Context: an optimization exercise on an open-source flow, tuned for small area, a short achievable clock period and few clock cycles per item. The choices shown serve that exercise and are no tape-out recipe. In this exercise RTL edits were held to simulation tests only and were not proved equivalent to the original. Power is estimated from default activity; no workload was simulated.

--- run.sh ---
#!/bin/bash
# synth_recipe.tcl (not shown) runs the flow's synth.tcl, then flattens the netlist and writes it again
# the make line also repeats each setting of config.mk as NAME=value (left out here)
make -C /OpenROAD-flow-scripts/flow DESIGN_CONFIG=/design/flow/config.mk WORK_HOME=/design/flow/orfs CLKGATE_MAP_FILE= SYNTH_SCRIPT=/design/flow/synth_recipe.tcl finish
--- config.mk ---
export PLATFORM = sky130hd
export DESIGN_NAME = signed_int32_divider
export DESIGN_NICKNAME = signed_int32_divider
export VERILOG_FILES = /design/flow/design.v
export SDC_FILE = /design/flow/constraint.sdc
export NUM_CORES = 4
export LEC_CHECK = 0
export CAP_MARGIN = 20
export CORE_MARGIN = 2
export CORE_UTILIZATION = 40
export SLEW_MARGIN = 20
--- design.v ---
module signed_int32_divider (
    input  logic        i_clk,
    input  logic        i_rst_n,
    input  logic        i_req_valid,
    output logic        o_req_ready,
    input  logic [31:0] i_req_numerator,
    input  logic [31:0] i_req_denominator,
    output logic        o_rsp_valid,
    input  logic        i_rsp_ready,
    output logic [31:0] o_rsp_quotient,
    output logic [1:0]  o_rsp_status
);
    localparam logic [1:0] ST_OK   = 2'd0;
    localparam logic [1:0] ST_OVF  = 2'd1;
    localparam logic [1:0] ST_DIV0 = 2'd2;
    logic        r_idle;    
    logic        r_setup;   
    logic        r_iter;    
    logic        r_done;    
    logic [31:0] r_rem;     
    logic [31:0] r_den;     
    logic        r_cin;     
    logic [31:0] r_quot;    
    logic [4:0]  r_cnt;     
    logic        r_neg;     
    logic [1:0]  r_status;
    logic [4:0]  r_cn;      
    logic [4:0]  r_cd;      
    function automatic logic [4:0] clz32(input logic [31:0] x);
        logic [15:0] z1;
        logic [15:0] c1;
        logic [7:0]  z2;
        logic [15:0] c2;
        logic [3:0]  z3;
        logic [11:0] c3;
        logic [1:0]  z4;
        logic [7:0]  c4;
        for (int i = 0; i < 16; i++) begin
            z1[i] = ~(x[2*i+1] | x[2*i]);
            c1[i] = ~x[2*i+1];
        end
        for (int i = 0; i < 8; i++) begin
            z2[i]        = z1[2*i+1] & z1[2*i];
            c2[2*i +: 2] = z1[2*i+1] ? {1'b1, c1[2*i]} : {1'b0, c1[2*i+1]};
        end
        for (int i = 0; i < 4; i++) begin
            z3[i]        = z2[2*i+1] & z2[2*i];
            c3[3*i +: 3] = z2[2*i+1] ? {1'b1, c2[4*i +: 2]} : {1'b0, c2[4*i+2 +: 2]};
        end
        for (int i = 0; i < 2; i++) begin
            z4[i]        = z3[2*i+1] & z3[2*i];
            c4[4*i +: 4] = z3[2*i+1] ? {1'b1, c3[6*i +: 3]} : {1'b0, c3[6*i+3 +: 3]};
        end
        if (z4[1]) clz32 = z4[0] ? 5'd0 : {1'b1, c4[3:0]};
        else       clz32 = {1'b0, c4[7:4]};
    endfunction
    function automatic logic negpow2(input logic [31:0] x);
        negpow2 = x[31] & ~|(~x[31:1] & x[30:0]);
    endfunction
    logic        take;
    logic        nneg;
    logic        dneg;
    logic [31:0] n_abs;
    logic [31:0] d_sub;     
    logic        s_div0;
    logic        s_ovf;
    assign take   = r_idle & i_req_valid;
    assign nneg   = i_req_numerator[31];
    assign dneg   = i_req_denominator[31];
    assign n_abs  = nneg ? (~i_req_numerator + 32'd1) : i_req_numerator;
    assign d_sub  = i_req_denominator ^ {32{~dneg}};
    assign s_div0 = (i_req_denominator == 32'd0);
    assign s_ovf  = (i_req_numerator == 32'h8000_0000) & (i_req_denominator == 32'hFFFF_FFFF);
    logic [4:0]  k;
    logic [31:0] d_al;
    logic [32:0] sum;
    logic        ge;
    logic        last;
    assign k = r_cd - r_cn;
    always_comb begin
        d_al = r_den;
        for (int s = 0; s < 5; s++) begin
            if (k[s]) d_al = (d_al << (1 << s)) | ({32{r_cin}} >> (32 - (1 << s)));
        end
    end
    logic [33:0] sum_x;
    assign sum_x = {1'b0, r_rem, 1'b1} + {1'b0, r_den, r_cin};
    assign sum   = sum_x[33:1];
    assign ge    = sum[32];
    assign last = (r_cnt == 5'd0);
    always_ff @(posedge i_clk) begin
        if (!i_rst_n) begin
            r_idle  <= 1'b1;
            r_setup <= 1'b0;
            r_iter  <= 1'b0;
            r_done  <= 1'b0;
        end else begin
            if (take) begin
                r_idle <= 1'b0;
                if (s_div0 | s_ovf) r_done  <= 1'b1;
                else                r_setup <= 1'b1;
            end
            if (r_setup) begin
                r_setup <= 1'b0;
                if (ge) r_iter <= 1'b1;
                else    r_done <= 1'b1;
            end
            if (r_iter & last) begin
                r_iter <= 1'b0;
                r_done <= 1'b1;
            end
            if (r_done & i_rsp_ready) begin
                r_done <= 1'b0;
                r_idle <= 1'b1;
            end
        end
    end
    always_ff @(posedge i_clk) begin
        if (r_idle) begin
            r_cin    <= ~dneg;
            r_neg    <= nneg ^ dneg;
            r_status <= s_div0 ? ST_DIV0 : (s_ovf ? ST_OVF : ST_OK);
        end
    end
    always_ff @(posedge i_clk) begin
        if (r_idle) begin
            r_rem <= n_abs;
        end else if ((r_iter | (r_setup & r_neg)) & ge) begin
            r_rem <= sum[31:0];
        end
    end
    always_ff @(posedge i_clk) begin
        if (r_idle) begin
            r_quot <= s_ovf ? 32'h7FFF_FFFF : 32'd0;
        end else if (r_setup) begin
            r_quot <= {32{r_neg & ge}};
        end else if (r_iter) begin
            r_quot <= {r_quot[30:0], ge ^ r_neg};
        end
    end
    always_ff @(posedge i_clk) begin
        if (r_idle)       r_den <= d_sub;
        else if (r_setup) r_den <= d_al;
        else              r_den <= {1'b1, r_den[31:1]};
        if (r_setup) r_cnt <= k;
        else         r_cnt <= r_cnt - 5'd1;
        r_cn <= clz32(i_req_numerator ^ {32{nneg}}) - {4'd0, negpow2(i_req_numerator)};
        r_cd <= clz32(~d_sub) - {4'd0, negpow2(i_req_denominator)};
    end
    assign o_req_ready    = r_idle;
    assign o_rsp_valid    = r_done;
    assign o_rsp_quotient = r_quot;
    assign o_rsp_status   = r_status;
endmodule
--- constraint.sdc ---
create_clock -name core_clock -period 4.4 [get_ports {i_clk}]
set_input_delay 0.8800 -clock core_clock [delete_from_list [all_inputs] [get_ports {i_clk}]]
set_output_delay 0.8800 -clock core_clock [all_outputs]
set_load 0.01 [all_outputs]
==> summary.txt, run 1 <==
Status - no timing/DRC/antenna violations
Vias in the first global route - 9620
Worst-path clk slew - 70 ps
Final Setup Violations - 0
Post-route minimum period - 3800 ps
Drt first pass iters - 5
Leakage - 5.19 nW
Routed Antenna Nets - 0
Mapped Cells - 1347
DR WL/cell - 19.2 µm
Pint - 3.77 mW
Yosys top cell area share - 19.0%
RSZ-0062 raised after global routing - no
Met1 Wirelength - 15.8 mm
Setup Buffers After CTS - 0
Hold WS - 474 ps
Num Clock Sinks - 119
Diode count - 0
DR iter-0 viols - 1064
Crit share post-route - 86.3%
Post_cts resized - 0
Post-route DRC - 0
CTS tree - built
Syn nets - 1466
Maximum vdd drop - 0.335 mV
Area taken by multi-input logic gates - 7350 µm²
Hpwl dp - 25.7 mm
Combinational power share - 52.5%
Largest incremental delay on the critical path - 530 ps
Worst slew pin tran - 932 ps
Cell area after synthesis - 11000 µm²
First-pass GRT wire length - 52.8 mm
Net Sw Frac - 43.0%
Critical Path Source Type - flip-flop
Net Switching - 2.85 mW
Max-cap viol count - 0
Routed vias/inst - 5.95
Final wirelength - 33.6 mm
Rel. slew slack - 37.6%
RD Place Congestion - 0.920
DR WL met3 - 1.99 mm
GR Overflow Total - 0
Highest metal used - met4
Share of cells above drive strength 1 - 9.28%
Initial Util - 40.8%
Clock power share - 21.1%
Data required, critical path - 4580 ps
Largest net degree at the start of global routing - 52
Top_reg_cell synth - edfxtp_1
Crit-path cells - ha_1, a211oi_1, o211ai_1, a32oi_1, o22ai_1, o221ai_1, o21ai_0, o21ai_0, buf_4, nand2b_1, ha_1, nand2_1, o21ai_4, a21o_1
Sequential element share of the synthesized area - 27.9%
Power Dens Cells - 512 nW/µm²
I/O pins - 104
Register area - 3090 µm²
Clock network latency to the later pin of the worst-skew pair - 430 ps
Gr usage total - 23.1%
Largest delay share family, worst path - compound AO/OA/AOI/OAI gates
Sequential power share - 26.4%
Core Area - 27000 µm²
Met2 Wirelength - 15.2 mm
Crit path arrival time - 3970 ps
Slowest cell on crit path - a32oi_1
Overall Power - 6.62 mW
IO buf count - 103
Synth top area cells - edfxtp_1 19%, dfxtp_1 8.9%, mux2i_1 5.6%
Row cnt - 60
Ys Warns - 1
FFs w/ async S/R, synth - 0%
Area growth from synthesis to layout - 17.2%
FILL cells - 2651
Unique masters post-synth - 80
Clock Path Buffers - 2
Mean Syn Cell Area - 8.19 µm²
Root Driver - clkbuf_16
Hold Buf Count CTS - 0
Fmax - 0.263 GHz
Worst Path Buf+Inv - 1
Max-slew violations - 0
Die Width - 170 µm
Fin. Hold Viols - 0
Initial antenna violation count - 0
CP Class - flip-flop to flip-flop
Clock Skew - 13.7 ps
Setup TNS - 0 ps
Total CTS buffers - 17
Worst-path fanout max - 31
DIE AREA - 28900 µm²
Nets - 1517
Post-synth EDFFs - 70
Hold WC Path Type - flip-flop to flip-flop
Seq cells post-synth - 119
Largest area contributor in the netlist - edfxtp_1
Via count - 10400
H-tree depth - 4
Critical Path Sink Type - flip-flop
Die Ht - 170 µm
==> kinds of logic after synthesis <==
group,synth area share (%)
buf+inv,5.77
xor+xnor,7.30
mux,10.9
compound gates,23.9
flops,27.9
simple gates,18.3
fa+ha+maj,5.92
==> per-stage QoR <==
step / worst slack (ps) / std cells / area (µm²) / utilization [%]
6_report: 604 / 1752 / 12900 / 47.9
5_1_grt: 278 / 1752 / 12900 / 47.9
4_1_cts: 641 / 1752 / 12900 / 47.9
3_5_place_dp: 367 / 1720 / 12400 / 45.7
3_3_place_gp: 441 / 1719 / 12300 / 45.7
2_1_floorplan: 481 / 1347 / 11000 / -
==> synthesized netlist by cell type, types with 6 or more instances <==
| master | count |
|---|---|
| a211o_1 | 6 |
| a211oi_1 | 11 |
| a21o_1 | 45 |
| a21oi_1 | 112 |
| a311o_1 | 9 |
| a31oi_1 | 22 |
| buf_1 | 14 |
| buf_2 | 10 |
| clkbuf_1 | 78 |
| dfxtp_1 | 49 |
| edfxtp_1 | 70 |
| ha_1 | 49 |
| inv_1 | 48 |
| mux2_2 | 8 |
| mux2i_1 | 62 |
| mux4_2 | 22 |
| nand2_1 | 137 |
| nand2b_1 | 15 |
| nand3_1 | 34 |
| nand4_1 | 14 |
| nor2_1 | 124 |
| nor2b_1 | 13 |
| nor3_1 | 19 |
| nor4_1 | 15 |
| o211ai_1 | 24 |
| o21ai_0 | 98 |
| o22ai_1 | 8 |
| o31ai_1 | 8 |
| o41ai_1 | 7 |
| or2_2 | 6 |
| or3_1 | 10 |
| xnor2_1 | 60 |
| xor2_1 | 32 |
==> path summary, 6_finish.rpt <==
| path | startpoint | slack (ps) | cells after the start | end |
|---|---|---|---|---|
| setup / recovery | r_den[0] | 600 | 14 | r_quot[23] |
| hold reg to reg | r_cnt[0] | 470 | 1 | r_cnt[0] |
| setup reg to reg | r_den[0] | 600 | 14 | r_quot[23] |
| hold / removal | r_cnt[0] | 470 | 1 | r_cnt[0] |
==> cells in the final DEF, fill, tap and decap left out, types with 15 or more instances in the layout <==
cell type / count
o21ai_0: 98
nor4_1: 15
clkdlybuf4s50_1: 101
dfxtp_1: 47
mux4_2: 22
a21o_1: 45
buf_4: 35
nor2_1: 123
ha_1: 49
a31oi_1: 22
xor2_1: 31
edfxtp_1: 70
xnor2_1: 58
nor3_1: 19
mux2i_1: 62
nand3_1: 34
inv_1: 48
nand2_1: 137
a21oi_1: 111
nand2b_1: 15
clkbuf_16: 17
o211ai_1: 24
==> power groups by stage <==
stage / logic [mW] / clock network (mW) / registers, mW
CTS: 3.44 / 1.42 / 1.74
global route: 3.81 / 1.46 / 1.77
finish: 3.48 / 1.40 / 1.75
detailed placement: 3.41 / 0 / 1.77
floorplan: 2.52 / 0 / 1.70
global placement: 3.39 / 0 / 1.77
==> registers in the layout (all words and copies together), names as in the netlist <==
signal,count
r_den,32
r_quot,32
r_rem,32
r_cd,5
r_cn,5
r_cnt,5
r_status,2
r_cin,1
r_done,1
r_idle,1
r_iter,1
r_neg,1
r_setup,1
==> per-layer routing <==
| layer | GRT usage [%] | vias to the layer above |
|---|---|---|
| met1 | 32.9 | 4958 |
| met4 | 6.17 | 0 |
| li1 | - | 5066 |
| met3 | 3.53 | 42 |
| met5 | 0 | - |
| met2 | 36.4 | 366 |
==> area by class of cell <==
type | count | share of cell area, %
inverters | 51 | 1.48
multi-input cells | 1070 | 56.8
well taps | 341 | 3.30
clock inverters | 15 | 1.19
flip-flops and latches | 119 | 23.9
repair buffers | 139 | 10.0
clock buffers | 17 | 3.29
Testbench counts, summed over its fixed seeds: cycles 20,871, items 2,400.
==> run 2: changes to the inputs <==
--- a/design.v
+++ b/design.v
@@ -22,8 +22,10 @@
     logic        r_cin;     
     logic [31:0] r_quot;    
+    logic        r_zero;    
     logic [4:0]  r_cnt;     
     logic        r_neg;     
     logic [1:0]  r_status;
     logic [4:0]  r_cn;      
+    logic        r_pn;      
     logic [4:0]  r_cd;      
     function automatic logic [4:0] clz32(input logic [31:0] x);
@@ -77,5 +79,5 @@
     logic        ge;
     logic        last;
-    assign k = r_cd - r_cn;
+    assign k = r_cd - r_cn + {4'd0, r_pn};
     always_comb begin
         d_al = r_den;
@@ -132,10 +134,12 @@
     always_ff @(posedge i_clk) begin
         if (r_idle) begin
-            r_quot <= s_ovf ? 32'h7FFF_FFFF : 32'd0;
-        end else if (r_setup) begin
-            r_quot <= {32{r_neg & ge}};
+            r_quot <= {nneg ^ dneg, {31{(nneg ^ dneg) | s_ovf}}};
         end else if (r_iter) begin
             r_quot <= {r_quot[30:0], ge ^ r_neg};
         end
+    end
+    always_ff @(posedge i_clk) begin
+        if (r_idle)       r_zero <= s_div0;
+        else if (r_setup) r_zero <= ~ge;
     end
     always_ff @(posedge i_clk) begin
@@ -145,10 +149,11 @@
         if (r_setup) r_cnt <= k;
         else         r_cnt <= r_cnt - 5'd1;
-        r_cn <= clz32(i_req_numerator ^ {32{nneg}}) - {4'd0, negpow2(i_req_numerator)};
-        r_cd <= clz32(~d_sub) - {4'd0, negpow2(i_req_denominator)};
+        r_cn <= clz32(i_req_numerator ^ {32{nneg}});
+        r_pn <= negpow2(i_req_numerator);
+        r_cd <= clz32(~d_sub);
     end
     assign o_req_ready    = r_idle;
     assign o_rsp_valid    = r_done;
-    assign o_rsp_quotient = r_quot;
+    assign o_rsp_quotient = r_quot & {32{~r_zero}};
     assign o_rsp_status   = r_status;
 endmodule
--- a/config.mk
+++ b/config.mk
@@ -9,3 +9,6 @@
 export CORE_MARGIN = 2
 export CORE_UTILIZATION = 40
+export CTS_BUF_LIST = sky130_fd_sc_hd__clkbuf_8
+export CTS_CLUSTER_DIAMETER = 100
+export CTS_CLUSTER_SIZE = 40
 export SLEW_MARGIN = 20
==> run 2 against run 1 <==
Net effect: non-clock buffer count shrank 5; worst setup slack gained 140 ps; final cell count grew 3.0%; sequential share of layout area up 0.95 points; clock power fell by 28%; worst hold slack gained 68 ps; critical path depth decreased by 1; sequential power about the same; critical endpoint is now r_den[30]; highest routed layer unchanged.
==> summary.txt, run 2 <==
Status - no timing/DRC/antenna violations (unchanged)
IO buf count - 103 (unchanged)
Vias in the first global route - 9952 (was 9620)
Setup Buffers After CTS - 0 (unchanged)
Hold WC Path Type - flip-flop to flip-flop (unchanged)
Yosys top cell area share - 19.5% (was 19.0%)
Diode count - 0 (unchanged)
Worst-path fanout max - 8 (was 31)
RSZ-0062 raised after global routing - no (unchanged)
Post_cts resized - 0 (unchanged)
Fmax - 0.273 GHz (was 0.263 GHz)
Worst-path clk slew - 90 ps (was 70 ps)
Clock network latency to the later pin of the worst-skew pair - 480 ps (was 430 ps)
XOR/XNOR share of the synthesized area - 7.45% (was 7.30%)
Num Clock Sinks - 121 (was 119)
Clock Skew - 11.5 ps (was 13.7 ps)
Post-route minimum period - 3660 ps (was 3800 ps)
Critical Path Source Type - flip-flop (unchanged)
CP Class - flip-flop to flip-flop (unchanged)
H-tree depth - 4 (unchanged)
Mapped Cells - 1396 (was 1347)
Power Dens Cells - 494 nW/µm² (was 512 nW/µm²)
Die Ht - 169 µm (was 170 µm)
Nets - 1568 (was 1517)
Gr usage total - 24.1% (was 23.1%)
Crit share post-route - 83.1% (was 86.3%)
Register area - 3140 µm² (was 3090 µm²)
Via count - 10500 (was 10400)
Initial antenna violation count - 0 (unchanged)
Ys Warns - 1 (unchanged)
Synth top area cells - edfxtp_1 20%, dfxtp_1 9.2%, o21ai_0 6.0% (was edfxtp_1 19%, dfxtp_1 8.9%, mux2i_1 5.6%)
Setup TNS - 0 ps (unchanged)
Final Setup Violations - 0 (unchanged)
Top_reg_cell synth - edfxtp_1 (unchanged)
Clock Path Buffers - 2 (unchanged)
Die Width - 169 µm (was 170 µm)
Cell with the most instances after synthesis - nand2_1 (unchanged)
DIE AREA - 28700 µm² (was 28900 µm²)
Post-Place Cells - 1772 (was 1720)
Largest area contributor in the netlist - edfxtp_1 (unchanged)
Biggest regs - r_den x32, r_quot x32, r_rem x32 (unchanged)
Most common library cells after synthesis - 161 x nand2_1, 137 x nor2_1, 132 x o21ai_0, 114 x a21oi_1, 81 x clkbuf_1 (was 137 x nand2_1, 124 x nor2_1, 112 x a21oi_1, 98 x o21ai_0, 78 x clkbuf_1)
Critical Path Sink Type - flip-flop (unchanged)
Initial Util - 40.7% (was 40.8%)
Multiplexer area fraction after synthesis - 8.87% (was 10.9%)
Routed vias/inst - 5.81 (was 5.95)
GR Overflow Total - 0 (unchanged)
Max-cap viol count - 0 (unchanged)
Unique masters post-synth - 79 (was 80)
I/O pins - 104 (unchanged)
Area growth from synthesis to layout - 15.6% (was 17.2%)
Max-slew violations - 0 (unchanged)
RD Place Congestion - 0.897 (was 0.920)
Row cnt - 60 (unchanged)
CTS tree - built (unchanged)
Share of cells above drive strength 1 - 7.65% (was 9.28%)
Crit path arrival time - 3850 ps (was 3970 ps)
Drt first pass iters - 6 (was 5)
DR iter-0 viols - 847 (was 1064)
Maximum vdd drop - 0.218 mV (was 0.335 mV)
Hold Buf Count CTS - 0 (unchanged)
Core Area - 26900 µm² (was 27000 µm²)
Overall Power - 6.25 mW (was 6.62 mW)
Data required, critical path - 4590 ps (was 4580 ps)
Highest-count cells in the layout ignoring fill and taps - 161 x nand2_1, 137 x nor2_1, 132 x o21ai_0, 114 x a21oi_1, 101 x clkdlybuf4s50_1 (was 137 x nand2_1, 123 x nor2_1, 111 x a21oi_1, 101 x clkdlybuf4s50_1, 98 x o21ai_0)
FFs w/ async S/R, synth - 0% (unchanged)
Leakage - 5.04 nW (was 5.19 nW)
Cell area after synthesis - 10900 µm² (was 11000 µm²)
Sequential element share of the synthesized area - 28.7% (was 27.9%)
Final wirelength - 34.6 mm (was 33.6 mm)
Area taken by multi-input logic gates - 7170 µm² (was 7350 µm²)
Worst slew pin tran - 1180 ps (was 932 ps)
First-pass GRT wire length - 54.2 mm (was 52.8 mm)
DR WL/cell - 19.2 µm (about the same)
Routed Antenna Nets - 0 (unchanged)
Post-route DRC - 0 (unchanged)
Root Driver - clkbuf_8 (was clkbuf_16)
Hpwl dp - 26.2 mm (was 25.7 mm)
Compound-gate portion of the synthesized area - 23.6% (was 23.9%)
FILL cells - 2661 (was 2651)
Final cell count without fillers - 1805 (was 1752)
Seq cells post-synth - 121 (was 119)
Largest net degree at the start of global routing - 78 (was 52)
Syn nets - 1513 (was 1466)
Commonest non-fill, non-tap cell in the layout - nand2_1 (unchanged)
Post-synth EDFFs - 71 (was 70)
Mean Syn Cell Area - 7.83 µm² (was 8.19 µm²)
Rel. slew slack - 21.0% (was 37.6%)
Synth Area in Simple Gates - 19.7% (was 18.3%)
Largest family of logic cells by synthesized area - compound AO/OA/AOI/OAI gates (unchanged)
Post-synthesis adder-cell area fraction - 5.75% (was 5.92%)
Total CTS buffers - 17 (unchanged)
Fin. Hold Viols - 0 (unchanged)
## run 2: cell count changes after synthesis, sizes merged, moves of 8 or more
cell	previous run	this run
a211oi	11	24
a21o	45	29
a311o	9	1
a31oi	22	9
buf	28	16
inv	50	69
mux4	22	11
nand2	139	162
nor2	125	137
nor4	18	10
o211ai	24	11
o21ai	101	140
o31ai	9	17
## run 2: worst max-delay path, stage by stage, from the launching register on
cell and delay (ps):
dfxtp_1 420, inv_1 70, ha_1 270, inv_1 40, ha_2 170, fa_1 760
buf_4 270, mux4_2 320, nand2_1 80, o21ai_0 150, o21ai_0 330, o21ai_0 170
a211oi_1 260, a21oi_1 70
## run 2: per-stage QoR
| stage | utilization (%) | worst slack, ps | instance area (µm²) | hold slack, ps |
|---|---|---|---|---|
| 6_report | 47.0 | 743 | 12600 | 542 |
| 5_1_grt | 47.0 | 547 | 12600 | 575 |
| 4_1_cts | 47.0 | 776 | 12600 | 547 |
| 3_5_place_dp | 45.6 | 534 | 12200 | 532 |
| 3_3_place_gp | 45.6 | 696 | 12200 | 521 |
| 2_1_floorplan | - | 1060 | 10900 | 509 |
## run 2: cell type report
cell class              instances  share of cell area [%]
flip-flops and latches        121                    24.8
repair buffers                134                    9.98
clock buffers                  17                    1.85
inverters                      70                    2.08
multi-input cells            1107                    56.7
clock inverters                15                    1.15
well taps                     341                    3.38
## run 2: kinds of logic (layout without fill, tap and decap cells)
family                     count (synthesis)  in the layout
AOI/OAI and AO/OA                        416            416
muxes                                     82             82
and+or+nand+nor                          467            467
DFF                                      121            121
buffers and inverters                    168            236
xor gates and xnor gates                  93             93
adders and majority gates                 49             49
## run 2: layer usage
layer	up-vias	wire length, µm	global-route usage, %
met4	0	923	7.66
met2	329	15900	39.9
met1	4957	15900	32.4
met3	49	1840	3.52
li1	5150	-	-
met5	-	0	0
## run 2: final timing paths
path                            cells after the start    start  slack, ps        end
worst max-delay path                               13  r_cd[0]        740  r_den[30]
worst min-delay path                                2   r_done        540     r_idle
worst max register to register                     13  r_cd[0]        740  r_den[30]
worst min register to register                      2   r_done        540     r_idle
## run 2: report_power, final
part	leakage [nW]	internal, mW	switching, mW
Combinational	3.71	1.47	2.06
Clock	0.185	0.420	0.586
Sequential	1.15	1.51	0.204
Testbench counts of run 2, summed over its fixed seeds: cycles 20,933, items 2,400.
==> run 3: changes to the inputs <==
--- a/config.mk
+++ b/config.mk
@@ -9,6 +9,4 @@
 export CORE_MARGIN = 2
 export CORE_UTILIZATION = 40
-export CTS_BUF_LIST = sky130_fd_sc_hd__clkbuf_8
-export CTS_CLUSTER_DIAMETER = 100
-export CTS_CLUSTER_SIZE = 40
+export SETUP_SLACK_MARGIN = 0.6
 export SLEW_MARGIN = 20
==> run 3 against run 2 <==
Net effect: cell area is 1.6% higher; die area unchanged; flip-flop and latch count unchanged; global-route usage up 0.065 points; clock skew grew 0.55 ps; register-to-register slack gained 70 ps; critical path depth down 1; sequential power about the same; combinational power about the same; largest cell class unchanged; largest power group unchanged.
==> summary.txt, run 3 <==
Status - no timing/DRC/antenna violations (unchanged)
Yosys top cell area share - 19.5% (unchanged)
Max-slew violations - 0 (unchanged)
Routed Antenna Nets - 0 (unchanged)
Fmax - 0.279 GHz (was 0.273 GHz)
Met1 usage in global routing - 32.8% (was 32.4%)
CTS tree - built (unchanged)
Clock network latency to the later pin of the worst-skew pair - 440 ps (was 480 ps)
RR Startpoint - r_cd[0] (unchanged)
Worst slew pin tran - 1100 ps (was 1180 ps)
Drt first pass iters - 5 (was 6)
Initial Util - 40.7% (unchanged)
Synth top area cells - edfxtp_1 20%, dfxtp_1 9.2%, o21ai_0 6.0% (unchanged)
Initial antenna violation count - 0 (unchanged)
Largest incremental delay on the critical path - 690 ps (was 760 ps)
Root Driver - clkbuf_16 (was clkbuf_8)
Largest delay share family, worst path - adder cells (unchanged)
Most common library cells after synthesis - 161 x nand2_1, 137 x nor2_1, 132 x o21ai_0, 114 x a21oi_1, 81 x clkbuf_1 (unchanged)
Via count - 10500 (about the same)
Highest-count cells in the layout ignoring fill and taps - 161 x nand2_1, 137 x nor2_1, 132 x o21ai_0, 114 x a21oi_1, 101 x clkdlybuf4s50_1 (unchanged)
DR iter-0 viols - 788 (was 847)
Worst-path fanout max - 21 (was 8)
Biggest regs - r_den x32, r_quot x32, r_rem x32 (unchanged)
Clock Path Buffers - 2 (unchanged)
DR WL/cell - 19.1 µm (was 19.2 µm)
CP Class - flip-flop to flip-flop (unchanged)
Routed vias/inst - 5.84 (was 5.81)
Overall Power - 6.63 mW (was 6.25 mW)
Largest area contributor in the netlist - edfxtp_1 (unchanged)
Max-cap viol count - 0 (unchanged)
Hold WS - 538 ps (was 542 ps)
Post-synth EDFFs - 71 (unchanged)
Core Area - 26900 µm² (unchanged)
Total CTS buffers - 17 (unchanged)
Data required, critical path - 4550 ps (was 4590 ps)
Cell area after synthesis - 10900 µm² (unchanged)
Hold WC Path Type - flip-flop to flip-flop (unchanged)
Sequential element share of the synthesized area - 28.7% (unchanged)
End point of the critical path - r_den[30] (unchanged)
Mean Syn Cell Area - 7.83 µm² (unchanged)
Fin. Hold Viols - 0 (unchanged)
DIE AREA - 28700 µm² (unchanged)
GR Overflow Total - 0 (unchanged)
IO buf count - 103 (unchanged)
Power Dens Cells - 516 nW/µm² (was 494 nW/µm²)
I/O pins - 104 (unchanged)
Critical Path Sink Type - flip-flop (unchanged)
Ys Warns - 1 (unchanged)
Setup TNS - 0 ps (unchanged)
Crit share post-route - 81.5% (was 83.1%)
RD Place Congestion - 0.897 (unchanged)
RSZ-0062 raised after global routing - no (unchanged)
Syn nets - 1513 (unchanged)
Die Width - 169 µm (unchanged)
Crit path arrival time - 3730 ps (was 3850 ps)
Met2 Usage GRT - 40.5% (was 39.9%)
FF-to-FF End - r_den[30] (unchanged)
Diode count - 0 (unchanged)
Grt peak-use layer - met2 (unchanged)
Seq cells post-synth - 121 (unchanged)
Nets - 1568 (unchanged)
Final Setup Violations - 0 (unchanged)
Leakage - 5.13 nW (was 5.04 nW)
Row cnt - 60 (unchanged)
Top_reg_cell synth - edfxtp_1 (unchanged)
H-tree depth - 4 (unchanged)
Share of cells above drive strength 1 - 7.79% (was 7.65%)
Crit. path cell count - 12 (was 13)
Maximum vdd drop - 0.298 mV (was 0.218 mV)
Unique masters post-synth - 79 (unchanged)
Hpwl dp - 26.2 mm (unchanged)
First-pass GRT wire length - 54.5 mm (was 54.2 mm)
Setup Buffers After CTS - 0 (unchanged)
Finished Core Util - 47.8% (was 47.0%)
Mapped Cells - 1396 (unchanged)
FFs w/ async S/R, synth - 0% (unchanged)
Global Route met3 Usage - 3.17% (was 3.52%)
R2R Setup Slk - 810 ps (was 740 ps)
Commonest non-fill, non-tap cell in the layout - nand2_1 (unchanged)
Rel. slew slack - 25.8% (was 21.0%)
Vias in the first global route - 9986 (was 9952)
Post-route DRC - 0 (unchanged)
Gr usage total - 24.1% (about the same)
Slowest cell on crit path - ha_2 (was fa_1)
Post-route minimum period - 3590 ps (was 3660 ps)
Crit-path cells - inv_1, ha_1, inv_1, ha_2, buf_4, mux2_2, a211oi_1, nor3_1, o21ai_0, o21ai_0, a211oi_1, a21oi_1 (was inv_1, ha_1, inv_1, ha_2, fa_1, buf_4, mux4_2, nand2_1, o21ai_0, o21ai_0, o21ai_0, a211oi_1, a21oi_1)
Clock Skew - 12.1 ps (was 11.5 ps)
Final wirelength - 34.5 mm (was 34.6 mm)
Area growth from synthesis to layout - 17.4% (was 15.6%)
Worst Path Buf+Inv - 3 (unchanged)
Worst-path clk slew - 70 ps (was 90 ps)
R2R depth - 12 (was 13)
Post_cts resized - 0 (unchanged)
Cell with the most instances after synthesis - nand2_1 (unchanged)
Hold Buf Count CTS - 0 (unchanged)
Critical Path Source Type - flip-flop (unchanged)
Die Ht - 169 µm (unchanged)
Num Clock Sinks - 121 (unchanged)
Worst setup path startpoint - r_cd[0] (unchanged)
Largest net degree at the start of global routing - 78 (unchanged)
run 3: cell count changes in the layout (fill, tap and decap cells not counted):
cell / previous run / this run
clkbuf_16: 0 / 17
clkbuf_8: 17 / 0
o31ai_2: 1 / 2
fa_2: 0 / 1
fa_1: 2 / 1
o31ai_1: 15 / 14
run 3: logic make-up after synthesis:
group	synth area share [%]
adders and majority gates	5.75
buffers and inverters	5.97
and+or+nand+nor	19.7
DFF	28.7
xor gates and xnor gates	7.45
muxes	8.87
AOI/OAI and AO/OA	23.6
run 3: worst min-delay path by stage:
stage / to / startpoint / cells past startpoint
2_1_floorplan: r_den[24] / r_den[25] / 2
3_3_place_gp: r_idle / r_done / 2
3_5_place_dp: r_idle / r_done / 2
4_1_cts: r_idle / r_done / 2
5_1_grt: r_idle / r_done / 2
6_report: r_idle / r_done / 2
run 3: final cells by class:
class                   instances  area [µm²]
flip-flops and latches        121        3140
well taps                     341         427
inverters                      70         263
repair buffers                134        1260
multi-input cells            1107        7180
fillers                      2626       14000
clock buffers                  17         425
clock inverters                15         145
run 3: power by group:
group | internal (mW) | total [mW] | leakage (nW) | switching (mW)
clock | 0.751 | 1.38 | 0.273 | 0.628
sequential | 1.51 | 1.71 | 1.15 | 0.201
combinational | 1.47 | 3.53 | 3.71 | 2.06
total | 3.74 | 6.63 | 5.13 | 2.89
run 3: per-stage QoR:
| step | std cells | cell area (µm²) | setup slack, ps |
|---|---|---|---|
| after floorplan | 1396 | 10900 | 1060 |
| after global placement | 1772 | 12200 | 696 |
| after detailed placement | 1772 | 12200 | 534 |
| after CTS | 1804 | 12800 | 782 |
| after global routing | 1805 | 12800 | 630 |
| final | 1805 | 12800 | 814 |
run 3: layer usage:
layer	share of wire (%)	vias to the layer above	wire [µm]
li1	-	5143	-
met1	44	4977	15200
met2	47	365	16200
met3	6.7	50	2320
met4	2.0	0	702
met5	0	-	0
run 3: tightest hold or removal path, stage by stage, from the launching register on:
cell and delay (ps):
dfxtp_1 330, nand2_1 90, nand3_1 80
==> run 4: changes to the inputs <==
--- a/config.mk
+++ b/config.mk
@@ -9,4 +9,4 @@
 export CORE_MARGIN = 2
 export CORE_UTILIZATION = 40
-export SETUP_SLACK_MARGIN = 0.6
+export SETUP_SLACK_MARGIN = 1.0
 export SLEW_MARGIN = 20
==> run 4 against run 3 <==
Net effect: still clean on timing, DRC and antenna; maximum frequency grew 8.7%; routed wire length grew 0.79%; core utilization grew 0.54 points; synthesized cell count is the same; critical path depth grew 1; power grew 1.4%; final cell count grew 0.11%; critical path type unchanged; critical endpoint is now r_den[23]; largest power group unchanged.
==> summary.txt, run 4 <==
Slowest cell on crit path - mux4_2 (was ha_2)
Hpwl dp - 26.2 mm (unchanged)
Top_reg_cell synth - edfxtp_1 (unchanged)
CTS tree - built (unchanged)
Most common library cells after synthesis - 161 x nand2_1, 137 x nor2_1, 132 x o21ai_0, 114 x a21oi_1, 81 x clkbuf_1 (unchanged)
Layout Cell Area excl Fill - 13000 µm² (was 12800 µm²)
Vias in the first global route - 9987 (was 9986)
Ys Warns - 1 (unchanged)
Cell area after synthesis - 10900 µm² (unchanged)
Power Dens Cells - 517 nW/µm² (was 516 nW/µm²)
Post-route minimum period - 3300 ps (was 3590 ps)
Cell with the most instances after synthesis - nand2_1 (unchanged)
Clock network latency to the later pin of the worst-skew pair - 440 ps (about the same)
Hold Buf Count CTS - 0 (unchanged)
Crit. path cell count - 13 (was 12)
GR Overflow Total - 0 (unchanged)
Register area - 3140 µm² (unchanged)
RR Startpoint - r_cd[0] (unchanged)
First-pass GRT wire length - 54.6 mm (was 54.5 mm)
Maximum vdd drop - 0.298 mV (about the same)
Drt first pass iters - 6 (was 5)
Mapped Cells - 1396 (unchanged)
Unique masters post-synth - 79 (unchanged)
Seq cells post-synth - 121 (unchanged)
Placed instance area - 12200 µm² (unchanged)
DIE AREA - 28700 µm² (unchanged)
Largest incremental delay on the critical path - 500 ps (was 690 ps)
Max-slew violations - 0 (unchanged)
Synth top area cells - edfxtp_1 20%, dfxtp_1 9.2%, o21ai_0 6.0% (unchanged)
Hold WC Path Type - flip-flop to flip-flop (unchanged)
Status - no timing/DRC/antenna violations (unchanged)
RD Place Congestion - 0.897 (unchanged)
Fmax - 0.303 GHz (was 0.279 GHz)
Fin. Hold Viols - 0 (unchanged)
Routed vias/inst - 5.84 (about the same)
DR iter-0 viols - 821 (was 788)
Final wirelength - 34.7 mm (was 34.5 mm)
Die Ht - 169 µm (unchanged)
Diode count - 0 (unchanged)
Leakage - 5.17 nW (was 5.13 nW)
Initial antenna violation count - 0 (unchanged)
Row cnt - 60 (unchanged)
Post-synth EDFFs - 71 (unchanged)
Largest delay share family, worst path - adder cells (unchanged)
IO buf count - 103 (unchanged)
Sequential element share of the synthesized area - 28.7% (unchanged)
FF-to-FF End - r_den[23] (was r_den[30])
Largest area contributor in the netlist - edfxtp_1 (unchanged)
Most used cell, CP - inv_1
Highest-count cells in the layout ignoring fill and taps - 161 x nand2_1, 134 x nor2_1, 128 x o21ai_0, 113 x a21oi_1, 99 x clkdlybuf4s50_1 (was 161 x nand2_1, 137 x nor2_1, 132 x o21ai_0, 114 x a21oi_1, 101 x clkdlybuf4s50_1)
Mean Syn Cell Area - 7.83 µm² (unchanged)
Routed Antenna Nets - 0 (unchanged)
R2R depth - 13 (was 12)
Initial Util - 40.7% (unchanged)
Setup TNS - 0 ps (unchanged)
Yosys top cell area share - 19.5% (unchanged)
Syn nets - 1513 (unchanged)
Clock Path Buffers - 2 (unchanged)
Area growth from synthesis to layout - 18.7% (was 17.4%)
DR WL/cell - 19.2 µm (was 19.1 µm)
Total CTS buffers - 17 (unchanged)
FFs w/ async S/R, synth - 0% (unchanged)
Final Setup Violations - 0 (unchanged)
Worst-path fanout max - 13 (was 21)
Share of cells above drive strength 1 - 9.14% (was 7.79%)
Largest net degree at the start of global routing - 78 (unchanged)
RSZ-0062 raised after global routing - yes (was no)
Worst setup path startpoint - r_cd[0] (unchanged)
Worst Path Buf+Inv - 3 (unchanged)
Crit-path cells - inv_1, ha_1, inv_1, ha_4, fa_2, a21o_1, a21oi_2, xor2_2, buf_6, mux4_2, nor2_1, a21oi_1, o21ai_1 (was inv_1, ha_1, inv_1, ha_2, buf_4, mux2_2, a211oi_1, nor3_1, o21ai_0, o21ai_0, a211oi_1, a21oi_1)
Via count - 10500 (about the same)
H-tree depth - 4 (unchanged)
Critical Path Source Type - flip-flop (unchanged)
Worst-path clk slew - 60 ps (was 70 ps)
Clock Skew - 13.2 ps (was 12.1 ps)
Critical Path Sink Type - flip-flop (unchanged)
Die Width - 169 µm (unchanged)
Worst slew pin tran - 1080 ps (was 1100 ps)
I/O pins - 104 (unchanged)
Area taken by multi-input logic gates - 7280 µm² (was 7180 µm²)
FILL cells - 2609 (was 2626)
Biggest regs - r_den x32, r_quot x32, r_rem x32 (unchanged)
Num Clock Sinks - 121 (unchanged)
Root Driver - clkbuf_16 (unchanged)
R2R Setup Slk - 1100 ps (was 810 ps)
Core Area - 26900 µm² (unchanged)
Post-route DRC - 0 (unchanged)
Crit share post-route - 75.0% (was 81.5%)
Rel. slew slack - 27.8% (was 25.8%)
Commonest non-fill, non-tap cell in the layout - nand2_1 (unchanged)
Max-cap viol count - 0 (unchanged)
Data required, critical path - 4760 ps (was 4550 ps)
End point of the critical path - r_den[23] (was r_den[30])
Crit path arrival time - 3660 ps (was 3730 ps)
Gr usage total - 24.2% (was 24.1%)
Nets - 1570 (was 1568)
CP Class - flip-flop to flip-flop (unchanged)
[run 4: cell families (layout without fill, tap and decap cells)]
family | Yosys count | in the layout | synth area share (%)
adder cells (fa/ha/maj) | 49 | 49 | 5.75
AND/OR/NAND/NOR | 467 | 467 | 19.7
multiplexers | 82 | 82 | 8.87
AO/OA/AOI/OAI | 416 | 416 | 23.6
flip-flops | 121 | 121 | 28.7
buffers and inverters | 168 | 238 | 5.97
XOR/XNOR | 93 | 93 | 7.45
[run 4: repair_timing]
action,CTS,global route
setup endpoints to repair,22,88
buffers inserted,2,0
pin swaps,2,3
gates resized for setup,6,29
[run 4: worst min-delay path, cell delays in order (launching register included)]
cell	delay (ps)
dfxtp_1	330
nand2_1	90
nand3_1	80
[run 4: through the flow]
step	cells	util, %	total power, mW	setup slack [ps]	hold WS [ps]
final	1807	48.3	6.72	1100	539
after global routing	1807	48.3	7.17	997	571
after CTS	1806	47.8	6.62	1000	543
after detailed placement	1772	45.6	5.20	534	532
after global placement	1772	45.6	5.19	696	521
after floorplan	1396	-	4.15	1060	509
[run 4: layout make-up]
type                       instances  area share (%)
clock inverter                    15            1.12
timing repair buffer             136            10.0
tap                              341            3.29
inverter                          70            2.02
multi-input combinational       1107            56.1
sequential                       121            24.2
clock buffer                      17            3.28
[run 4: worst min-delay path by stage]
stage                    from   endpoint  slack (ps)  depth (start not counted)
CTS                    r_done     r_idle         540                          2
finish                 r_done     r_idle         540                          2
detailed placement     r_done     r_idle         530                          2
floorplan           r_den[25]  r_den[24]         510                          2
global route           r_done     r_idle         570                          2
global placement       r_done     r_idle         520                          2
[run 4: per-layer routing]
layer	vias up	wire length [µm]	global-route usage, %
met5	-	0	0
met4	0	637	6.09
met3	40	2070	3.64
met2	366	16500	40.5
met1	4985	15600	32.8
li1	5154	-	-
[run 4: where the power goes]
part / total [mW] / leakage [nW] / switching (mW) / internal, mW
sequential: 1.72 / 1.15 / 0.203 / 1.51
clock: 1.38 / 0.273 / 0.629 / 0.751
combinational: 3.62 / 3.75 / 2.10 / 1.52
==> run 5: changes to the inputs <==
--- a/config.mk
+++ b/config.mk
@@ -9,4 +9,4 @@
 export CORE_MARGIN = 2
 export CORE_UTILIZATION = 40
-export SETUP_SLACK_MARGIN = 1.0
+export SETUP_SLACK_MARGIN = 1.3
 export SLEW_MARGIN = 20
==> run 5 against run 4 <==
Net effect: first-iteration DRC count is 19% higher; register-to-register slack better by 220 ps; maximum frequency is 7.3% higher; largest power group unchanged; clock power is 6% higher; area after synthesis stayed put; combinational power is about 10% higher; count of clock-buffer cells in the layout stayed put; global-route usage is 0.14 points lower; core utilization is 1.8 points higher; non-clock buffer count is 15 higher.
==> summary.txt, run 5 <==
Status - no timing/DRC/antenna violations (unchanged)
Row cnt - 60 (unchanged)
Worst Path Buf+Inv - 3 (unchanged)
Worst-path fanout max - 6 (was 13)
Layout Cell Area excl Fill - 13500 µm² (was 13000 µm²)
Critical Path Sink Type - flip-flop (unchanged)
Worst setup path startpoint - r_cd[0] (unchanged)
XOR/XNOR share of the synthesized area - 7.45% (unchanged)
Seq cells post-synth - 121 (unchanged)
Compound-gate portion of the synthesized area - 23.6% (unchanged)
Register area - 3140 µm² (about the same)
Clock Path Buffers - 2 (unchanged)
Initial antenna violation count - 0 (unchanged)
Initial Util - 40.7% (unchanged)
First-pass GRT wire length - 54.5 mm (was 54.6 mm)
Post-route DRC - 0 (unchanged)
Rel. slew slack - 25.7% (was 27.8%)
Placed instance area - 12200 µm² (about the same)
Leakage - 5.33 nW (was 5.17 nW)
Clock Skew - 9.19 ps (was 13.2 ps)
Multiplexer area fraction after synthesis - 8.87% (unchanged)
Clock network latency to the later pin of the worst-skew pair - 430 ps (was 440 ps)
Worst slew pin tran - 1110 ps (was 1080 ps)
GR Overflow Total - 0 (unchanged)
Root Driver - clkbuf_16 (unchanged)
Slowest cell on crit path - fa_2 (was mux4_2)
Largest net degree at the start of global routing - 85 (was 78)
Cell area after synthesis - 10900 µm² (unchanged)
CTS tree - built (unchanged)
Overall Power - 7.19 mW (was 6.72 mW)
RSZ-0062 raised after global routing - yes (unchanged)
Post-synth EDFFs - 71 (unchanged)
Setup TNS - 0 ps (unchanged)
DR iter-0 viols - 975 (was 821)
Routed vias/inst - 5.89 (was 5.84)
Nets - 1585 (was 1570)
Die Width - 169 µm (unchanged)
Commonest non-fill, non-tap cell in the layout - nand2_1 (unchanged)
Sequential element share of the synthesized area - 28.7% (unchanged)
Largest family of logic cells by synthesized area - compound AO/OA/AOI/OAI gates (unchanged)
I/O pins - 104 (unchanged)
Final wirelength - 35.3 mm (was 34.7 mm)
Crit. path cell count - 13 (unchanged)
Synth top area cells - edfxtp_1 20%, dfxtp_1 9.2%, o21ai_0 6.0% (unchanged)
FILL cells - 2605 (was 2609)
Yosys top cell area share - 19.5% (unchanged)
Core Area - 26900 µm² (unchanged)
Cell with the most instances after synthesis - nand2_1 (unchanged)
H-tree depth - 4 (unchanged)
DIE AREA - 28700 µm² (unchanged)
Data required, critical path - 4750 ps (was 4760 ps)
Final Setup Violations - 0 (unchanged)
Fmax - 0.325 GHz (was 0.303 GHz)
Mean Syn Cell Area - 7.83 µm² (unchanged)
Maximum vdd drop - 0.379 mV (was 0.298 mV)
Via count - 10700 (was 10500)
Post-route minimum period - 3070 ps (was 3300 ps)
Hpwl dp - 25.4 mm (was 26.2 mm)
Drt first pass iters - 8 (was 6)
Synth Area in Simple Gates - 19.7% (unchanged)
Max-slew violations - 0 (unchanged)
FFs w/ async S/R, synth - 0% (unchanged)
Fin. Hold Viols - 0 (unchanged)
Area growth from synthesis to layout - 23.1% (was 18.7%)
Total CTS buffers - 17 (unchanged)
Top_reg_cell synth - edfxtp_1 (unchanged)
Area taken by multi-input logic gates - 7550 µm² (was 7280 µm²)
Min-Delay Path Depth - 2 (unchanged)
Max-cap viol count - 0 (unchanged)
Power Dens Cells - 534 nW/µm² (was 517 nW/µm²)
Hold WC Path Type - flip-flop to flip-flop (unchanged)
Die Ht - 169 µm (unchanged)
R2R depth - 13 (unchanged)
RR Startpoint - r_cd[0] (unchanged)
Crit-path cells - inv_4, ha_4, inv_2, ha_4, fa_2, clkbuf_16, mux2_2, nor2_1, a21oi_1, mux4_2, nor2_1, a21oi_1, o21ai_0 (was inv_1, ha_1, inv_1, ha_4, fa_2, a21o_1, a21oi_2, xor2_2, buf_6, mux4_2, nor2_1, a21oi_1, o21ai_1)
Crit path arrival time - 3420 ps (was 3660 ps)
Ys Warns - 1 (unchanged)
Highest-count cells in the layout ignoring fill and taps - 161 x nand2_1, 134 x nor2_1, 119 x o21ai_0, 109 x a21oi_1, 89 x clkdlybuf4s50_1 (was 161 x nand2_1, 134 x nor2_1, 128 x o21ai_0, 113 x a21oi_1, 99 x clkdlybuf4s50_1)
RD Place Congestion - 0.905 (was 0.897)
Biggest regs - r_den x32, r_quot x32, r_rem x32 (unchanged)
Crit share post-route - 69.9% (was 75.0%)
Vias in the first global route - 10000 (was 9987)
Unique masters post-synth - 79 (unchanged)
Critical Path Source Type - flip-flop (unchanged)
Largest area contributor in the netlist - edfxtp_1 (unchanged)
DR WL/cell - 19.4 µm (was 19.2 µm)
Diode count - 0 (unchanged)
Largest incremental delay on the critical path - 640 ps (was 500 ps)
Hold Buf Count CTS - 0 (unchanged)
Num Clock Sinks - 121 (unchanged)
Syn nets - 1513 (unchanged)
IO buf count - 103 (unchanged)
Most common library cells after synthesis - 161 x nand2_1, 137 x nor2_1, 132 x o21ai_0, 114 x a21oi_1, 81 x clkbuf_1 (unchanged)
Share of cells above drive strength 1 - 13.0% (was 9.14%)
Largest delay share family, worst path - adder cells (unchanged)
CP Class - flip-flop to flip-flop (unchanged)
Mapped Cells - 1396 (unchanged)
Finished Core Util - 50.1% (was 48.3%)
Post-synthesis adder-cell area fraction - 5.75% (unchanged)
Gr usage total - 24.1% (was 24.2%)
Routed Antenna Nets - 0 (unchanged)
Hold_sp - r_den[11] (was r_done)
Worst-path clk slew - 60 ps (about the same)
-- run 5: final cells by class --
| class | count | share of cell area [%] |
|---|---|---|
| Clock buffer | 17 | 3.16 |
| Clock inverter | 15 | 1.35 |
| Inverter | 70 | 1.99 |
| Multi-Input combinational cell | 1107 | 56.1 |
| Sequential cell | 121 | 23.3 |
| Tap cell | 341 | 3.17 |
| Timing Repair Buffer | 151 | 10.9 |
-- run 5: worst reg2reg max path, cell delays in order (launching register included) --
cell and delay (ps):
dfxtp_2 340, inv_4 50, ha_4 250, inv_2 40, ha_4 150, fa_2 640
clkbuf_16 200, mux2_2 340, nor2_1 80, a21oi_1 60, mux4_2 500, nor2_1 100
a21oi_1 50, o21ai_0 180
-- run 5: kinds of logic (layout without fill, tap and decap cells) --
| group | after synthesis | count (layout) |
|---|---|---|
| buffers and inverters | 168 | 253 |
| XOR/XNOR | 93 | 93 |
| AND/OR/NAND/NOR | 467 | 467 |
| flip-flops | 121 | 121 |
| multiplexers | 82 | 82 |
| adder cells (fa/ha/maj) | 49 | 49 |
| AO/OA/AOI/OAI | 416 | 416 |
-- run 5: metrics by stage --
stage | setup WS (ps) | hold slack [ps] | std cells
detailed placement | 540 | 548 | 1769
CTS | 1250 | 581 | 1807
finish | 1330 | 580 | 1822
floorplan | 1320 | 509 | 1396
global route | 1210 | 619 | 1822
global placement | 655 | 535 | 1769
-- run 5: worst paths after layout --
kind               endpoint  slack (ps)
setup / recovery  r_den[23]        1330
hold / removal    r_den[10]         580
setup reg to reg  r_den[23]        1330
hold reg to reg   r_den[10]         580
-- run 5: power by group --
group / switching (mW) / internal, mW / total [mW]
Sequential: 0.207 / 1.52 / 1.72
Combinational: 2.26 / 1.74 / 4.00
Clock: 0.604 / 0.858 / 1.46
Total: 3.07 / 4.12 / 7.19
-- run 5: routing by layer --
metal  up-vias  track usage, %  part of all wire (%)
li1       5174               -                     -
met1      5032            33.5                    44
met2       456            38.8                    46
met3        68            3.33                   7.6
met4         0            7.17                   2.6
met5         -               0                     0
-- run 5: timing repair --
item	CTS	global route
gates resized for setup	55	73
gates cloned	0	1
endpoints found under the setup margin	111	105
buffers inserted	6	13
pin swaps	3	17
==> run 6: changes to the inputs <==
--- a/config.mk
+++ b/config.mk
@@ -9,4 +9,4 @@
 export CORE_MARGIN = 2
 export CORE_UTILIZATION = 40
-export SETUP_SLACK_MARGIN = 1.3
+export SETUP_SLACK_MARGIN = 1.6
 export SLEW_MARGIN = 20
==> run 6 against run 5 <==
Net effect: global-route usage is 1.2 points higher; flip-flop and latch count unchanged; still clean; core utilization increased by 3.8 points; clock skew increased by 2.6 ps; worst hold slack worse by 37 ps; cell area grew 7.6%; sequential share of layout area is 1.6 points lower; die area is the same.
==> summary.txt, run 6 <==
Diode count - 0 (unchanged)
Ys Warns - 1 (unchanged)
Hold_sp - r_done (was r_den[11])
Max-cap viol count - 0 (unchanged)
Initial Util - 40.7% (unchanged)
Hold Path End - r_idle (was r_den[10])
Unique masters post-synth - 79 (unchanged)
Post-route minimum period - 3070 ps (about the same)
Highest-count cells in the layout ignoring fill and taps - 154 x nand2_1, 126 x nor2_1, 106 x o21ai_0, 97 x a21oi_1, 82 x clkdlybuf4s50_1 (was 161 x nand2_1, 134 x nor2_1, 119 x o21ai_0, 109 x a21oi_1, 89 x clkdlybuf4s50_1)
DR iter-0 viols - 904 (was 975)
Crit share post-route - 69.7% (was 69.9%)
Yosys top cell area share - 19.5% (unchanged)
Biggest regs - r_den x32, r_quot x32, r_rem x32 (unchanged)
Core Area - 26900 µm² (unchanged)
Share of cells above drive strength 1 - 22.2% (was 13.0%)
Drt first pass iters - 5 (was 8)
Worst-path clk slew - 60 ps (about the same)
Cell with the most instances after synthesis - nand2_1 (unchanged)
Worst-path fanout max - 17 (was 6)
H-tree depth - 4 (unchanged)
RR Startpoint - r_cd[0] (unchanged)
Total CTS buffers - 17 (unchanged)
Crit-path cells - inv_2, ha_4, inv_2, ha_4, fa_2, inv_4, buf_12, mux2i_1, mux2i_2, nand2_1, o21ai_2, o211a_1, o31ai_1 (was inv_4, ha_4, inv_2, ha_4, fa_2, clkbuf_16, mux2_2, nor2_1, a21oi_1, mux4_2, nor2_1, a21oi_1, o21ai_0)
Fmax - 0.326 GHz (was 0.325 GHz)
Clock Path Buffers - 2 (unchanged)
Via count - 11100 (was 10700)
Largest net degree at the start of global routing - 116 (was 85)
GR Overflow Total - 0 (unchanged)
Final cell count without fillers - 1869 (was 1822)
Final Setup Violations - 0 (unchanged)
Hold WS - 543 ps (was 580 ps)
Clock network latency to the later pin of the worst-skew pair - 430 ps (about the same)
Post-route DRC - 0 (unchanged)
Die Width - 169 µm (unchanged)
Commonest non-fill, non-tap cell in the layout - nand2_1 (unchanged)
Max-slew violations - 0 (unchanged)
Final wirelength - 37.5 mm (was 35.3 mm)
Hpwl dp - 25.8 mm (was 25.4 mm)
Vias in the first global route - 10500 (was 10000)
Worst setup path startpoint - r_cd[0] (unchanged)
RSZ-0062 raised after global routing - yes (unchanged)
Mapped Cells - 1396 (unchanged)
Slowest cell on crit path - fa_2 (unchanged)
Crit path arrival time - 3370 ps (was 3420 ps)
First-pass GRT wire length - 56.9 mm (was 54.5 mm)
Cell area after synthesis - 10900 µm² (unchanged)
R2R depth - 13 (unchanged)
Hold WC Path Type - flip-flop to flip-flop (unchanged)
DR WL/cell - 20.0 µm (was 19.4 µm)
Leakage - 5.70 nW (was 5.33 nW)
Num Clock Sinks - 121 (unchanged)
Seq cells post-synth - 121 (unchanged)
Post-synth EDFFs - 71 (unchanged)
IO buf count - 103 (unchanged)
Maximum vdd drop - 0.310 mV (was 0.379 mV)
Setup TNS - 0 ps (unchanged)
Syn nets - 1513 (unchanged)
Min-Delay Path Depth - 2 (unchanged)
Row cnt - 60 (unchanged)
Sequential element share of the synthesized area - 28.7% (unchanged)
Top_reg_cell synth - edfxtp_1 (unchanged)
Routed vias/inst - 5.95 (was 5.89)
I/O pins - 104 (unchanged)
Critical Path Source Type - flip-flop (unchanged)
Routed Antenna Nets - 0 (unchanged)
Rel. slew slack - 48.4% (was 25.7%)
R2R Setup Slk - 1330 ps (about the same)
Fin. Hold Viols - 0 (unchanged)
Finished Core Util - 53.9% (was 50.1%)
Mean Syn Cell Area - 7.83 µm² (unchanged)
Largest area contributor in the netlist - edfxtp_1 (unchanged)
FF-to-FF End - r_den[14] (was r_den[23])
CP Class - flip-flop to flip-flop (unchanged)
Post-Place Cells - 1768 (was 1769)
Initial antenna violation count - 0 (unchanged)
Synth top area cells - edfxtp_1 20%, dfxtp_1 9.2%, o21ai_0 6.0% (unchanged)
Power Dens Cells - 536 nW/µm² (was 534 nW/µm²)
Critical Path Sink Type - flip-flop (unchanged)
Status - no timing/DRC/antenna violations (unchanged)
Clock Skew - 11.8 ps (was 9.19 ps)
Gr usage total - 25.3% (was 24.1%)
RD Place Congestion - 0.923 (was 0.905)
FFs w/ async S/R, synth - 0% (unchanged)
Nets - 1632 (was 1585)
Area growth from synthesis to layout - 32.4% (was 23.1%)
Worst slew pin tran - 773 ps (was 1110 ps)
Hold Buf Count CTS - 0 (unchanged)
Largest incremental delay on the critical path - 670 ps (was 640 ps)
Data required, critical path - 4710 ps (was 4750 ps)
DIE AREA - 28700 µm² (unchanged)
Root Driver - clkbuf_16 (unchanged)
CTS tree - built (unchanged)
Die Ht - 169 µm (unchanged)
Most common library cells after synthesis - 161 x nand2_1, 137 x nor2_1, 132 x o21ai_0, 114 x a21oi_1, 81 x clkbuf_1 (unchanged)
run 6: cell counts after synthesis:
Identical to the previous run, type by type.
run 6: logic make-up (layout without fill, tap and decap cells):
logic type / Yosys count / after routing / share of synthesized area, %
flops: 121 / 121 / 28.7
simple gates: 467 / 467 / 19.7
mux: 82 / 82 / 8.87
buf+inv: 168 / 297 / 5.97
compound gates: 416 / 419 / 23.6
fa+ha+maj: 49 / 49 / 5.75
xor+xnor: 93 / 93 / 7.45
run 6: routing by layer:
metal / track usage [%] / vias to the layer above / wire length (µm)
met5: 0 / - / 0
met4: 8.70 / 0 / 1090
met3: 4.41 / 76 / 2750
met2: 41.7 / 438 / 17700
met1: 33.5 / 5323 / 15900
li1: - / 5282 / -
run 6: worst max path at each step:
| stage | endpoint | cells past startpoint |
|---|---|---|
| detailed placement | r_quot[6] | 9 |
| CTS | r_den[23] | 13 |
| floorplan | r_rem[19] | 8 |
| global placement | r_quot[24] | 9 |
| finish | r_den[14] | 13 |
| global route | r_den[30] | 13 |
run 6: area by class of cell:
| cell class | count | area [µm²] |
|---|---|---|
| well taps | 341 | 427 |
| flip-flops and latches | 121 | 3150 |
| clock inverters | 15 | 143 |
| inverters | 70 | 267 |
| clock buffers | 17 | 425 |
| multi-input cells | 1110 | 8200 |
| repair buffers | 195 | 1870 |
| fillers | 2533 | 12400 |
run 6: per-stage QoR:
stage                     area [µm²]  worst slack [ps]  power, mW
after detailed placement       12200               480       5.18
after floorplan                11000              1370       4.18
final                          14500              1330       7.76
after global routing           14500              1230       8.21
after CTS                      13700              1390       7.15
after global placement         12200               651       5.16
run 6: timing repair:
item,in CTS,in global routing
pin swaps,36,57
gates resized for setup,185,134
endpoints found under the setup margin,153,123
cloned,4,3
buffers inserted,39,23
endpoints found under the hold margin,0,0
run 6: where the power goes:
| group | internal (mW) | total, mW | switching, mW |
|---|---|---|---|
| registers | 1.52 | 1.74 | 0.219 |
| clock network | 0.788 | 1.38 | 0.590 |
| logic | 2.08 | 4.64 | 2.56 |
run 6: worst max-delay path: cells and delay by family, from the launching register on:
kind            cells  cell delay [ps]
fa+ha+maj           3             1070
compound gates      3              620
mux                 2              450
flops               1              360
buf+inv             4              340
simple gates        1              100
==> run 7: changes to the inputs <==
--- a/config.mk
+++ b/config.mk
@@ -9,4 +9,3 @@
 export CORE_MARGIN = 2
 export CORE_UTILIZATION = 40
-export SETUP_SLACK_MARGIN = 1.6
 export SLEW_MARGIN = 20
==> run 7 against run 6 <==
Net effect: clock skew rose by 2.2 ps; critical path depth grew 1; still clean on timing, DRC and antenna; global-route usage fell by 1.1 points; combinational power down 24%; final cell count shrank 3.4%; cell area down 11%; die area did not move; flip-flop and latch count unchanged; count of clock-buffer cells in the layout did not move; area after synthesis did not move; maximum frequency down 16%.
==> summary.txt, run 7 <==
Power Dens Cells - 516 nW/µm² (was 536 nW/µm²)
R2R depth - 14 (was 13)
Post-route DRC - 0 (unchanged)
Share of cells above drive strength 1 - 7.65% (was 22.2%)
Mean Syn Cell Area - 7.83 µm² (unchanged)
Worst-path fanout max - 17 (unchanged)
DR iter-0 viols - 869 (was 904)
Biggest regs - r_den x32, r_quot x32, r_rem x32 (unchanged)
FILL cells - 2627 (was 2533)
First-pass GRT wire length - 54.5 mm (was 56.9 mm)
Die Ht - 169 µm (unchanged)
Synth top area cells - edfxtp_1 20%, dfxtp_1 9.2%, o21ai_0 6.0% (unchanged)
Max-cap viol count - 0 (unchanged)
FFs w/ async S/R, synth - 0% (unchanged)
Total CTS buffers - 17 (unchanged)
RD Place Congestion - 0.897 (was 0.923)
Clock Skew - 14.1 ps (was 11.8 ps)
Seq cells post-synth - 121 (unchanged)
Gr usage total - 24.1% (was 25.3%)
Hold Buf Count CTS - 0 (unchanged)
Fin. Hold Viols - 0 (unchanged)
IO buf count - 103 (unchanged)
Final wirelength - 34.5 mm (was 37.5 mm)
Net Sw Frac - 43.6% (was 43.5%)
Vias in the first global route - 9986 (was 10500)
Final cell count without fillers - 1805 (was 1869)
RSZ-0062 raised after global routing - no (was yes)
Min-Delay Path Depth - 2 (unchanged)
Post-route minimum period - 3640 ps (was 3070 ps)
Initial antenna violation count - 0 (unchanged)
Leakage - 5.13 nW (was 5.70 nW)
Hold WC Path Type - flip-flop to flip-flop (unchanged)
Hpwl dp - 26.2 mm (was 25.8 mm)
Clock Path Buffers - 2 (unchanged)
H-tree depth - 4 (unchanged)
Largest area contributor in the netlist - edfxtp_1 (unchanged)
Row cnt - 60 (unchanged)
FF-to-FF End - r_den[30] (was r_den[14])
Setup Buffers After CTS - 0 (was 39)
Post-synth EDFFs - 71 (unchanged)
DR WL/cell - 19.1 µm (was 20.0 µm)
Finished Core Util - 47.7% (was 53.9%)
RR Startpoint - r_cd[0] (unchanged)
Root Driver - clkbuf_16 (unchanged)
Mapped Cells - 1396 (unchanged)
Cell with the most instances after synthesis - nand2_1 (unchanged)
Worst-path clk slew - 70 ps (was 60 ps)
Die Width - 169 µm (unchanged)
Nets - 1568 (was 1632)
Net Switching - 2.88 mW (was 3.37 mW)
Combinational power share - 53.2% (was 59.8%)
Sequential element share of the synthesized area - 28.7% (unchanged)
Sequential power share - 25.9% (was 22.4%)
Highest-count cells in the layout ignoring fill and taps - 161 x nand2_1, 137 x nor2_1, 132 x o21ai_0, 114 x a21oi_1, 101 x clkdlybuf4s50_1 (was 154 x nand2_1, 126 x nor2_1, 106 x o21ai_0, 97 x a21oi_1, 82 x clkdlybuf4s50_1)
Clock network latency to the later pin of the worst-skew pair - 440 ps (was 430 ps)
Num Clock Sinks - 121 (unchanged)
Hold_sp - r_done (unchanged)
DIE AREA - 28700 µm² (unchanged)
R2R Setup Slk - 760 ps (was 1330 ps)
Hold Path End - r_idle (unchanged)
Crit path arrival time - 3790 ps (was 3370 ps)
Hold WS - 539 ps (was 543 ps)
Data required, critical path - 4550 ps (was 4710 ps)
Fmax - 0.275 GHz (was 0.326 GHz)
Cell area after synthesis - 10900 µm² (unchanged)
Critical Path Sink Type - flip-flop (unchanged)
Area growth from synthesis to layout - 17.4% (was 32.4%)
Top_reg_cell synth - edfxtp_1 (unchanged)
Rel. slew slack - 25.4% (was 48.4%)
Drt first pass iters - 5 (unchanged)
Post_cts resized - 0 (was 185)
Unique masters post-synth - 79 (unchanged)
Via count - 10500 (was 11100)
Post-Place Cells - 1772 (was 1768)
Final Setup Violations - 0 (unchanged)
Worst slew pin tran - 1110 ps (was 773 ps)
Maximum vdd drop - 0.296 mV (was 0.310 mV)
CP Class - flip-flop to flip-flop (unchanged)
Crit share post-route - 82.7% (was 69.7%)
CTS tree - built (unchanged)
Commonest non-fill, non-tap cell in the layout - nand2_1 (unchanged)
Critical Path Source Type - flip-flop (unchanged)
Yosys top cell area share - 19.5% (unchanged)
Ys Warns - 1 (unchanged)
Clock power share - 20.8% (was 17.8%)
Overall Power - 6.62 mW (was 7.76 mW)
I/O pins - 104 (unchanged)
Status - no timing/DRC/antenna violations (unchanged)
Pint - 3.74 mW (was 4.39 mW)
Setup TNS - 0 ps (unchanged)
Most common library cells after synthesis - 161 x nand2_1, 137 x nor2_1, 132 x o21ai_0, 114 x a21oi_1, 81 x clkbuf_1 (unchanged)
Core Area - 26900 µm² (unchanged)
Max-slew violations - 0 (unchanged)
Routed vias/inst - 5.82 (was 5.95)
Largest net degree at the start of global routing - 78 (was 116)
Initial Util - 40.7% (unchanged)
GR Overflow Total - 0 (unchanged)
Diode count - 0 (unchanged)
Routed Antenna Nets - 0 (unchanged)
Syn nets - 1513 (unchanged)
## run 7: logic make-up after synthesis
family	share of synthesized area, %
flip-flops	28.7
multiplexers	8.87
AND/OR/NAND/NOR	19.7
AO/OA/AOI/OAI	23.6
XOR/XNOR	7.45
buffers and inverters	5.97
adder cells (fa/ha/maj)	5.75
## run 7: worst max-delay path, cell delays in order (launching register included)
cell      delay (ps)
dfxtp_1          400
inv_1             70
ha_1             270
inv_1             40
ha_2             170
fa_1             760
inv_1            200
buf_4            270
and3_1           170
a211oi_1         260
nor3_1            70
o21ai_0          190
o21ai_0          120
a211oi_1         260
a21oi_1           70
## run 7: worst max-delay path by stage
stage / from / endpoint / depth (start not counted)
6_report: r_cd[0] / r_den[30] / 14
5_1_grt: r_den[0] / r_rem[29] / 10
4_1_cts: r_cd[0] / r_den[30] / 13
3_5_place_dp: i_req_numerator[6] / r_quot[13] / 9
3_3_place_gp: i_req_numerator[6] / r_quot[24] / 9
2_1_floorplan: r_cd[0] / r_den[30] / 14
## run 7: layout make-up
| type | instances | area (µm²) | share of cell area [%] |
|---|---|---|---|
| Clock buffer | 17 | 425 | 3.32 |
| Clock inverter | 15 | 145 | 1.13 |
| Inverter | 70 | 263 | 2.05 |
| Multi-Input combinational cell | 1107 | 7170 | 55.9 |
| Sequential cell | 121 | 3140 | 24.5 |
| Tap cell | 341 | 427 | 3.33 |
| Timing Repair Buffer | 134 | 1260 | 9.83 |
## run 7: power by group through the flow
stage	Sequential (mW)	Clock [mW]	Combinational, mW
after floorplan	1.64	0	2.52
after global placement	1.75	0	3.44
after detailed placement	1.75	0	3.45
after CTS	1.73	1.40	3.48
after global routing	1.74	1.44	3.89
final	1.72	1.38	3.52
## run 7: per-layer routing
metal  routed length, µm  vias to the layer above  track usage [%]
li1                    -                     5145                -
met1               15400                     4964             32.8
met2               16200                      355             40.5
met3                2200                       44             3.17
met4                 689                        0             6.65
met5                   0                        -                0
## run 7: stage by stage
step           cell area [µm²]  setup WS, ps
2_1_floorplan            10900          1060
3_3_place_gp             12200           696
3_5_place_dp             12200           534
4_1_cts                  12800           782
5_1_grt                  12800           547
6_report                 12800           761

==> port drivers added, routing unchanged <==
How much do the figures lean on ideal ports? The routed layouts below were timed once more, with nothing changed but the port constraints.
Step 1, drivers: a clkbuf_16 drives i_clk and a buf_2 each remaining input, both assumed.
Step 2 also shifts input and output timing later by t, the mid clock arrival at the registers, as if the neighbouring blocks saw the same clock.
a / b / c = ideal ports / drivers / drivers and shift; a / b = the first two.
run | shift t [ns] | setup slack, ns | slew at the worst register clock pin (ns)
run 1 | 0.468 | 0.604 / 0.604 / 0.324 | 0.07 / 0.07
run 2 | 0.516 | 0.743 / 0.743 / 0.567 | 0.10 / 0.10
run 3 | 0.482 | 0.814 / 0.814 / 0.547 | 0.07 / 0.07
run 4 | 0.481 | 1.100 / 1.100 / 0.694 | 0.07 / 0.07
run 5 | 0.476 | 1.325 / 1.325 / 0.915 | 0.07 / 0.07
run 6 | 0.477 | 1.332 / 1.332 / 1.120 | 0.07 / 0.07
run 7 | 0.481 | 0.761 / 0.761 / 0.563 | 0.07 / 0.07
After both steps setup and hold are still met in every run listed. For run 5, which loses most, drivers alone change the setup slack by 0.000 ns; drivers and shift together by -0.410 ns.
